Context: an optimization exercise on an open-source flow, tuned for small area. The choices shown serve that exercise and are no tape-out recipe. Only simulation tests tie the RTL to the original design; equivalence was not proved. No activity file was given, so power comes from the tool's default toggle rates.

the reference run:
// clock_divider_array
module clock_divider_array
#(
    parameter int NCH            = 4,
    parameter int WIDTH          = 32,
    parameter int DEFAULT_PERIOD = 1000,
    parameter int CHW            = (NCH > 1) ? $clog2(NCH) : 1
) (
    input  logic             clk,
    input  logic             reset_n,
    input  logic [NCH-1:0]   enable,
    input  logic             sync,
    input  logic             cfg_valid,
    output logic             cfg_ready,
    input  logic [CHW-1:0]   cfg_ch,
    input  logic [WIDTH-1:0] cfg_period,
    input  logic [WIDTH-1:0] cfg_high,
    input  logic [WIDTH-1:0] cfg_phase,
    output logic [NCH-1:0]   pending,
    output logic [NCH-1:0]   clock,
    output logic [NCH-1:0]   rise,
    output logic [NCH-1:0]   fall
);
Size in the first run: about 28000 um2 of cells after synthesis.
==> module clock_divider_channel, before the edit <==
module clock_divider_channel #(
    parameter int CFG_W = 32
) (
    input  logic             clk_i,
    input  logic             reset_n_i,
    input  logic             enable_i,
    input  logic             sync_i,
    input  logic             cfg_we_i,
    input  logic [CFG_W-1:0] wr_wrp_i,
    input  logic [CFG_W-1:0] wr_rst_i,
    input  logic [CFG_W-1:0] wr_fl_i,
    input  logic             wr_hnz_i,
    input  logic             wr_rhi_i,
    output logic             pending_o,
    output logic             clock_o,
    output logic             rise_o,
    output logic             fall_o
);
    logic [CFG_W-1:0] sh_wrp_q, sh_rst_q, sh_fl_q;
    logic             sh_hnz_q, sh_rhi_q;
    logic [CFG_W-1:0] act_fl_q;
    logic             pending_q;
    logic [CFG_W-1:0] u_q, u_inc;
    logic [CFG_W:0]   u_cry;
    logic             clock_q, clock_p_q;
    logic             en_q;
    logic             accept, restart, wrap, point, clock_d;
    always_comb begin
        accept  = cfg_we_i & ~pending_q;
        restart = enable_i & (~en_q | sync_i);
        u_cry[0] = 1'b1;
        for (int b = 0; b < CFG_W; b++) begin
            u_inc[b]   = u_q[b] ^ u_cry[b];
            u_cry[b+1] = u_cry[b] & u_q[b];
        end
        wrap    = u_cry[CFG_W];
        point   = ~enable_i | restart | wrap;
        if (restart)   clock_d = sh_rhi_q;
        else if (wrap) clock_d = sh_hnz_q;
        else           clock_d = clock_q & (u_q != act_fl_q);
        clock_d = clock_d & enable_i;
    end
    always_ff @(posedge clk_i) begin
        if (!reset_n_i || accept) begin
            sh_wrp_q <= wr_wrp_i;
            sh_rst_q <= wr_rst_i;
            sh_fl_q  <= wr_fl_i;
            sh_hnz_q <= wr_hnz_i;
            sh_rhi_q <= wr_rhi_i;
        end
    end
    always_ff @(posedge clk_i) begin
        if (point) act_fl_q <= sh_fl_q;
    end
    always_ff @(posedge clk_i) begin
        if (restart)   u_q <= sh_rst_q;
        else if (wrap) u_q <= sh_wrp_q;
        else           u_q <= u_inc;
    end
    always_ff @(posedge clk_i) begin
        if (!reset_n_i) begin
            pending_q <= 1'b0;
            clock_q   <= 1'b0;
            clock_p_q <= 1'b0;
            en_q      <= 1'b0;
        end else begin
            pending_q <= accept | (pending_q & ~point);
            clock_q   <= clock_d;
            clock_p_q <= clock_q;
            en_q      <= enable_i;
        end
    end
    assign pending_o = pending_q;
    assign clock_o   = clock_q;
    assign rise_o    = clock_q & ~clock_p_q;
    assign fall_o    = ~clock_q & clock_p_q;
endmodule
==> module clock_divider_array, before the edit <==
module clock_divider_array
#(
    parameter int NCH            = 4,
    parameter int WIDTH          = 32,
    parameter int DEFAULT_PERIOD = 1000,
    parameter int CHW            = (NCH > 1) ? $clog2(NCH) : 1
) (
    input  logic             clk,
    input  logic             reset_n,
    input  logic [NCH-1:0]   enable,
    input  logic             sync,
    input  logic             cfg_valid,
    output logic             cfg_ready,
    input  logic [CHW-1:0]   cfg_ch,
    input  logic [WIDTH-1:0] cfg_period,
    input  logic [WIDTH-1:0] cfg_high,
    input  logic [WIDTH-1:0] cfg_phase,
    output logic [NCH-1:0]   pending,
    output logic [NCH-1:0]   clock,
    output logic [NCH-1:0]   rise,
    output logic [NCH-1:0]   fall
);
    localparam int NPAD  = 1 << CHW;
    localparam int CFG_W = 32;
    localparam logic [CFG_W-1:0] DEF_P      = DEFAULT_PERIOD;
    localparam logic [CFG_W-1:0] RST_PERIOD = (DEF_P < 2) ? 2 : DEF_P;
    localparam logic [CFG_W-1:0] RST_HIGH   = DEF_P >> 1;
    logic [NPAD-1:0]  pending_pad;
    logic [CFG_W-1:0] period_w, high_w, phase_w;
    logic [CFG_W-1:0] p_eff, np, h_eff, s_wrp, s_fp, s_hp;
    logic             f_ge_p, f_lt_h, ph_in;
    logic [CFG_W:0]   c_wrp, c_fp, c_hp, c_fh;
    logic [CFG_W-1:0] wr_wrp, wr_rst, wr_fl;
    logic             wr_hnz, wr_rhi;
    assign period_w = cfg_period;
    assign high_w   = cfg_high;
    assign phase_w  = cfg_phase;
    always_comb begin
        p_eff = !reset_n ? RST_PERIOD : (period_w < 2) ? CFG_W'(2) : period_w;
        h_eff = !reset_n ? RST_HIGH   : high_w;
        np    = ~p_eff;
        c_wrp[0] = 1'b1;
        for (int b = 0; b < CFG_W; b++) begin
            s_wrp[b]   = np[b] ^ c_wrp[b];
            c_wrp[b+1] = np[b] & c_wrp[b];
        end
        c_fp[0] = 1'b1;
        for (int b = 0; b < CFG_W; b++) begin
            s_fp[b]   = phase_w[b] ^ np[b] ^ c_fp[b];
            c_fp[b+1] = (phase_w[b] & np[b]) | (c_fp[b] & (phase_w[b] | np[b]));
        end
        c_hp[0] = 1'b0;
        for (int b = 0; b < CFG_W; b++) begin
            s_hp[b]   = h_eff[b] ^ np[b] ^ c_hp[b];
            c_hp[b+1] = (h_eff[b] & np[b]) | (c_hp[b] & (h_eff[b] | np[b]));
        end
        c_fh[0] = 1'b1;
        for (int b = 0; b < CFG_W; b++)
            c_fh[b+1] = (phase_w[b] & ~h_eff[b]) | (c_fh[b] & (phase_w[b] | ~h_eff[b]));
        f_ge_p = c_fp[CFG_W];
        f_lt_h = ~c_fh[CFG_W];
        ph_in  = ~f_ge_p & reset_n;
        wr_wrp = s_wrp;
        wr_rst = ph_in ? s_fp : s_wrp;
        wr_fl  = s_hp;
        wr_hnz = (h_eff != 0);
        wr_rhi = ph_in ? f_lt_h : wr_hnz;
    end
    always_comb begin
        pending_pad          = '0;
        pending_pad[NCH-1:0] = pending;
        cfg_ready            = ~pending_pad[cfg_ch];
    end
    for (genvar i = 0; i < NCH; i++) begin : g_ch
        clock_divider_channel #(
            .CFG_W (CFG_W)
        ) u_ch (
            .clk_i      (clk),
            .reset_n_i  (reset_n),
            .enable_i   (enable[i]),
            .sync_i     (sync),
            .cfg_we_i   (cfg_valid & (cfg_ch == CHW'(i))),
            .wr_wrp_i   (wr_wrp),
            .wr_rst_i   (wr_rst),
            .wr_fl_i    (wr_fl),
            .wr_hnz_i   (wr_hnz),
            .wr_rhi_i   (wr_rhi),
            .pending_o  (pending[i]),
            .clock_o    (clock[i]),
            .rise_o     (rise[i]),
            .fall_o     (fall[i])
        );
    end
endmodule
make LEC_CHECK=0 CAP_MARGIN=20 CORE_MARGIN=2 CORE_UTILIZATION=40 SLEW_MARGIN=20 finish   # period 7.0 ns
run.sh (not shown) runs the stock make flow with config.mk's settings and CLKGATE_MAP_FILE= SYNTH_SCRIPT=/design/flow/synth_recipe.tcl, a recipe that flattens the netlist after the stock synthesis.
The reference run had finished all stages when the layout checks came back failing, citing negative setup slack.
--- input diff the reference run..the trial run ---
--- a/flow/design.v
+++ b/flow/design.v
@@ -27,15 +27,19 @@
     logic             accept, restart, wrap, point, clock_d;
     always_comb begin
         accept  = cfg_we_i & ~pending_q;
         restart = enable_i & (~en_q | sync_i);
         u_cry[0] = 1'b1;
         for (int b = 0; b < CFG_W; b++) begin
-            u_inc[b]   = u_q[b] ^ u_cry[b];
-            u_cry[b+1] = u_cry[b] & u_q[b];
+            if (b % 4 == 0 && b > 0)
+                u_cry[b] = u_cry[b-4] & (&u_q[b-1 -: 4]);
+            u_inc[b] = u_q[b] ^ u_cry[b];
+            if (b % 4 != 3)
+                u_cry[b+1] = u_cry[b] & u_q[b];
         end
+        u_cry[CFG_W] = u_cry[CFG_W-4] & (&u_q[CFG_W-1 -: 4]);
         wrap    = u_cry[CFG_W];
         point   = ~enable_i | restart | wrap;
         if (restart)   clock_d = sh_rhi_q;
         else if (wrap) clock_d = sh_hnz_q;
         else           clock_d = clock_q & (u_q != act_fl_q);
         clock_d = clock_d & enable_i;
@@ -104,39 +108,46 @@
     localparam logic [CFG_W-1:0] RST_HIGH   = DEF_P >> 1;
     logic [NPAD-1:0]  pending_pad;
     logic [CFG_W-1:0] period_w, high_w, phase_w;
     logic [CFG_W-1:0] p_eff, np, h_eff, s_wrp, s_fp, s_hp;
     logic             f_ge_p, f_lt_h, ph_in;
     logic [CFG_W:0]   c_wrp, c_fp, c_hp, c_fh;
+    logic [CFG_W-1:0] x_fp, x_hp;
     logic [CFG_W-1:0] wr_wrp, wr_rst, wr_fl;
     logic             wr_hnz, wr_rhi;
     assign period_w = cfg_period;
     assign high_w   = cfg_high;
     assign phase_w  = cfg_phase;
     always_comb begin
         p_eff = !reset_n ? RST_PERIOD : (period_w < 2) ? CFG_W'(2) : period_w;
         h_eff = !reset_n ? RST_HIGH   : high_w;
         np    = ~p_eff;
         c_wrp[0] = 1'b1;
         for (int b = 0; b < CFG_W; b++) begin
-            s_wrp[b]   = np[b] ^ c_wrp[b];
-            c_wrp[b+1] = np[b] & c_wrp[b];
+            if (b % 4 == 0 && b > 0)
+                c_wrp[b] = c_wrp[b-4] & ~(|p_eff[b-1 -: 4]);
+            s_wrp[b] = np[b] ^ c_wrp[b];
+            if (b % 4 != 3)
+                c_wrp[b+1] = c_wrp[b] & np[b];
         end
+        c_wrp[CFG_W] = 1'b0;
         c_fp[0] = 1'b1;
         for (int b = 0; b < CFG_W; b++) begin
-            s_fp[b]   = phase_w[b] ^ np[b] ^ c_fp[b];
-            c_fp[b+1] = (phase_w[b] & np[b]) | (c_fp[b] & (phase_w[b] | np[b]));
+            x_fp[b]    = phase_w[b] ^ np[b];
+            s_fp[b]    = c_fp[b] ? ~x_fp[b] : x_fp[b];
+            c_fp[b+1]  = x_fp[b] ? c_fp[b] : phase_w[b];
         end
         c_hp[0] = 1'b0;
         for (int b = 0; b < CFG_W; b++) begin
-            s_hp[b]   = h_eff[b] ^ np[b] ^ c_hp[b];
-            c_hp[b+1] = (h_eff[b] & np[b]) | (c_hp[b] & (h_eff[b] | np[b]));
+            x_hp[b]    = h_eff[b] ^ np[b];
+            s_hp[b]    = c_hp[b] ? ~x_hp[b] : x_hp[b];
+            c_hp[b+1]  = x_hp[b] ? c_hp[b] : h_eff[b];
         end
         c_fh[0] = 1'b1;
         for (int b = 0; b < CFG_W; b++)
-            c_fh[b+1] = (phase_w[b] & ~h_eff[b]) | (c_fh[b] & (phase_w[b] | ~h_eff[b]));
+            c_fh[b+1] = (phase_w[b] ^ h_eff[b]) ? phase_w[b] : c_fh[b];
         f_ge_p = c_fp[CFG_W];
         f_lt_h = ~c_fh[CFG_W];
         ph_in  = ~f_ge_p & reset_n;
         wr_wrp = s_wrp;
         wr_rst = ph_in ? s_fp : s_wrp;
         wr_fl  = s_hp;
Results
- The trial run reached the final stage; the timing, design-rule and antenna checks on its layout passed.
- Taking the reference run as the reference, in the trial run sequential cell fraction of total power saw an increase, half-perimeter wire length after placement saw an increase, buffering overhead saw a decrease.
- Compared with the reference run, the trial run shows a clock group share of total power that is 2.4 points lower.
- Against the reference run, total of plain and repair buffers excluding clock buffers in the trial run fell by more than 10%.
- The trial run against the reference run: sum of met3 wire segment lengths after detailed routing went up; actual transition at the worst max-transition pin rose 0.043 ns; adder and majority gate portion of the synthesized area lower; cell area moved up.
- The trial run vs the reference run: wire length of the first global-routing pass up
- STATUS post-route minimum period: the trial run wins against the reference run
- The trial run against the reference run; via count is up by more than 10%.

==> re-timing with driven ports <==
The flow's constraints put no driver on any port. The routed layouts listed below were extracted and timed again, unchanged, in two steps. Step 1 (the two cells are an assumption about what drives the block):
set clk [get_ports {clk}]
set_driving_cell -lib_cell sky130_fd_sc_hd__clkbuf_16 $clk
set_driving_cell -lib_cell sky130_fd_sc_hd__buf_2 [delete_from_list [all_inputs] $clk]
Step 2 also shifts input and output timing later by t, the mid clock arrival at the registers, as if the neighbouring blocks saw the same clock. Slacks: ideal ports / drivers / drivers and shift; pairs: ideal ports / drivers.
run	t, ns	slack for setup (ns)	hold WS [ns]	worst slew at a driven data input, ns	pins driven straight from the clock port
the reference run	0.665	-6.727 / -6.703 / -7.368	0.416 / 0.416 / 0.416	0.05	1
the trial run	0.663	0.333 / 0.349 / -0.314	0.415 / 0.415 / 0.415	0.05	1
With both steps, setup timing fails in the trial run, where it was met with ideal ports. For the trial run, which loses most, drivers alone change the setup slack by +0.016 ns; drivers and shift together by -0.647 ns.
